Background: an optimization exercise with open tools, aiming at small area, a short achievable clock period and few clock cycles per item. Do not read the settings as production practice.
Only simulation tests tie the RTL to the original design; equivalence was not proved.
Power is estimated from default activity; no workload was simulated.

## v6
==> flow/design.v (excerpt) <==
module projection_char_segmenter #(
    parameter int MAX_WIDTH  = pcs_pkg::MAX_WIDTH_DEF,
    parameter int MAX_HEIGHT = pcs_pkg::MAX_HEIGHT_DEF,
    parameter int NUM_CHARS  = pcs_pkg::NUM_CHARS_DEF
) (
    input  logic                                aclk,
    input  logic                                aresetn,
    input  logic                                s_valid,
    output logic                                s_ready,
    input  logic [pcs_pkg::PIXEL_W-1:0]         s_pixel,
    output logic                                m_valid,
    input  logic                                m_ready,
    output logic [pcs_pkg::CHAR_INDEX_W-1:0]    m_char_index,
    output logic [pcs_pkg::LEFT_W-1:0]          m_left,
    output logic [pcs_pkg::TOP_W-1:0]           m_top,
    output logic [pcs_pkg::BOX_WIDTH_W-1:0]     m_box_width,
    output logic [pcs_pkg::BOX_HEIGHT_W-1:0]    m_box_height,
    output logic                                m_last,
    input  logic                                cfg_valid,
    output logic                                cfg_ready,
    input  logic [pcs_pkg::CFG_INDEX_W-1:0]     cfg_index,
    input  logic [pcs_pkg::CFG_DATA_W-1:0]      cfg_data
);
clock: 7.0 ns
lec_check: 0
cap_margin: 20
core_margin: 2
core_utilization: 65
cts_cluster_diameter: 60
cts_cluster_size: 32
place_density: 0.72
setup_slack_margin: 4.5
slew_margin: 20
tns_end_percent: 100
run.sh (not shown) runs the stock make flow with config.mk's settings and CLKGATE_MAP_FILE= SYNTH_SCRIPT=/design/flow/synth_recipe.tcl, a recipe that flattens the netlist after the stock synthesis.
Testbench counts of v6, summed over its fixed seeds: cycles 346,855, images 160.
Relative to v6, the following input files were edited for v7:
diff --git a/flow/design.v b/flow/design.v
--- a/flow/design.v
+++ b/flow/design.v
@@ -158,17 +158,13 @@
     logic       m_valid_reg;
     logic [2:0] m_idx_reg;
     logic [7:0] m_left_reg;
     logic [7:0] m_width_reg;
     logic       m_last_reg;
     logic       img_end;      
-    logic       held_reg;     
     logic       s_al;
-    logic       s_rd;         
-    logic       free;         
-    logic       res;          
     logic       rise;
     logic       fall;
     logic       adv;
     logic       scan_end;
     logic       load;
     logic [7:0] load_left;
@@ -177,85 +173,78 @@
     logic       mv_next;
     logic       spend_next;
     logic [7:0] sx_next;
     logic       inside_next;
     always_comb begin
         s_al     = (sc_reg == SC_SCAN) && s_al_reg;
-        s_rd     = s_al && !held_reg;
-        free     = !m_valid_reg || m_ready;
-        res      = (sc_reg == SC_SCAN) && held_reg && free;
         rise     = !inside_reg && head[1];
         fall     = inside_reg && head[0];
-        adv      = (s_rd && !(fall && !free)) || res;
-        scan_end = adv && ((sx_reg == wm1_reg) || ((fall || res) && (k_reg == 3'd6)));
+        adv      = s_al && !(fall && m_valid_reg && !m_ready);
+        scan_end = adv && ((sx_reg == wm1_reg) || (fall && (k_reg == 3'd6)));
         tail_end = 1'b0;
         load     = 1'b0;
         load_left  = cur_left;
         load_width = sx_reg - cur_left;
         if (sc_reg == SC_SCAN) begin
-            load = (s_rd && fall && free) || res;
+            load = adv && fall;
         end else if (sc_reg == SC_TAIL) begin
             load       = !m_valid_reg || m_ready;
             load_left  = inside_reg ? cur_left : 8'd0;
             load_width = 8'd0;
             tail_end   = load && (k_reg == 3'd6);
         end
         mv_next     = load || (m_valid_reg && !m_ready);
         spend_next  = img_end || ((sc_reg == SC_SCAN) && !scan_end);
         sx_next     = img_end ? 8'd0 : (adv ? sx_reg + 8'd1 : sx_reg);
         if (img_end) begin
             inside_next = 1'b0;
-        end else if (s_rd && rise) begin
+        end else if (adv && rise) begin
             inside_next = 1'b1;
-        end else if (load) begin
+        end else if ((adv && fall) || (sc_reg == SC_TAIL)) begin
             inside_next = 1'b0;
         end else begin
             inside_next = inside_reg;
         end
     end
     always_ff @(posedge aclk) begin
         if (!aresetn) begin
             sc_reg      <= SC_IDLE;
-            held_reg    <= 1'b0;
             sx_reg      <= '0;
             slag_reg    <= '0;
             s_al_reg    <= 1'b0;
             inside_reg  <= 1'b0;
             k_reg       <= '0;
             m_valid_reg <= 1'b0;
         end else begin
             sx_reg      <= sx_next;
             inside_reg  <= inside_next;
-            if (res) begin
-            end else if (img_end || adv || (slag_reg == wm1_reg)) begin
+            if (img_end || adv || (slag_reg == wm1_reg)) begin
                 slag_reg <= '0;
                 s_al_reg <= 1'b1;
             end else begin
                 slag_reg <= slag_reg + 8'd1;
                 s_al_reg <= 1'b0;
             end
             m_valid_reg <= mv_next;
-            held_reg    <= (sc_reg == SC_SCAN) && !img_end
-                           && ((s_rd && fall && !free) || (held_reg && !free));
             if (img_end) begin
                 sc_reg <= SC_SCAN;
                 k_reg  <= '0;
             end else begin
                 if (load) begin
                     k_reg <= k_reg + 3'd1;
                 end
                 if (scan_end) begin
-                    sc_reg <= (load && (k_reg == 3'd6)) ? SC_IDLE : SC_TAIL;
+                    sc_reg <= (fall && (k_reg == 3'd6)) ? SC_IDLE : SC_TAIL;
                 end else if (tail_end) begin
                     sc_reg <= SC_IDLE;
                 end
             end
         end
     end
     always_ff @(posedge aclk) begin
-        if (s_rd && rise) begin
+        if (adv && rise) begin
             cur_left <= sx_reg;
         end
         if (load) begin
             m_idx_reg   <= k_reg;
             m_left_reg  <= load_left;
             m_width_reg <= load_width;
@@ -287,13 +276,13 @@
     assign acc = s_valid && s_ready_reg;
     always_comb begin
         at_start = col0 && row0;
         relabel  = at_start && !((sc_reg == SC_SCAN) || img_end);
         row0_ok  = !row0 || !((sc_reg == SC_SCAN) || img_end)
                    || !((pc_reg == sx_reg) || (pc_reg == sx_reg + 8'd1))
-                   || !(held_reg || (s_al && fall && m_valid_reg));
+                   || !(inside_reg || (s_al && head[1])) || !m_valid_reg;
         use_px   = qt_reg[0] && (relabel || q_al_reg) && row0_ok
                    && !(last_col && last_row && pend_reg);
         for (int i = 0; i < QD; i++) begin
             q_wr[i]     = !qt_reg[i] && ((i == 0) || qt_reg[(i > 0) ? i - 1 : 0]);
             q_wr_pop[i] = (i < QD - 1) ? q_wr[(i < QD - 1) ? i + 1 : i] : 1'b0;
         end
[summary]
- Of v7 and v6, the run reporting the higher end-of-flow core utilization was v7.
- Re global-route usage: v7 and v6 aren't equal, and the higher value belongs to v6.
- In v7, the highest ir drop seen on vdd came out 0.012 mV above the value in v6.
- v6 → v7: global routing met2 resource utilization decreased by 2.5 points relative to the old numbers; number of non-clock buffers decreased by about 2.3% relative to the old numbers; part of the total power dissipated in combinational logic closely matched the old numbers; slack of the worst reg-to-reg path decreased by 0.21 ns relative to the old numbers; share of the clock period used by the worst path after layout closely matched the old numbers.
- Looking at global-route track usage on met3 across v7 and v6, the one that comes out lower is v7.
- Comparing v7 and v6, the lower first-pass GRT wire length is on v7.
- v7 -> v6: height of the chip flat
- As far as count of final max-slew check failures goes, v7 and v6 are indistinguishable; the numbers are identical.
Testbench counts of v7, summed over its fixed seeds: cycles 349,737, images 160.

-- separate check: timing with driven ports --
The results above use ideal ports. As a check the final layouts listed here were re-extracted and re-timed, cells and wires unchanged.
Step 1: set_driving_cell puts a clkbuf_16 on aclk and a buf_2 on each other input, an assumption about the parent block.
Step 2 times the ports against the registers' clock, not the clock port: input delays grow and output delays shrink by t, the midpoint of the rising clock arrivals with the driver on.
Slacks: ideal ports / drivers / drivers and shift; pairs: ideal ports / drivers.
run	shift t [ns]	setup slack, ns	hold WS [ns]	slew at the worst register clock pin (ns)
v6	0.681	4.396 / 4.338 / 3.836	0.303 / 0.303 / 0.303	0.11 / 0.11
v7	0.680	4.401 / 4.350 / 3.873	0.309 / 0.309 / 0.309	0.11 / 0.11
After both steps setup and hold are still met in every run listed. For v6, which loses most, drivers alone change the setup slack by -0.058 ns; drivers and shift together by -0.560 ns.
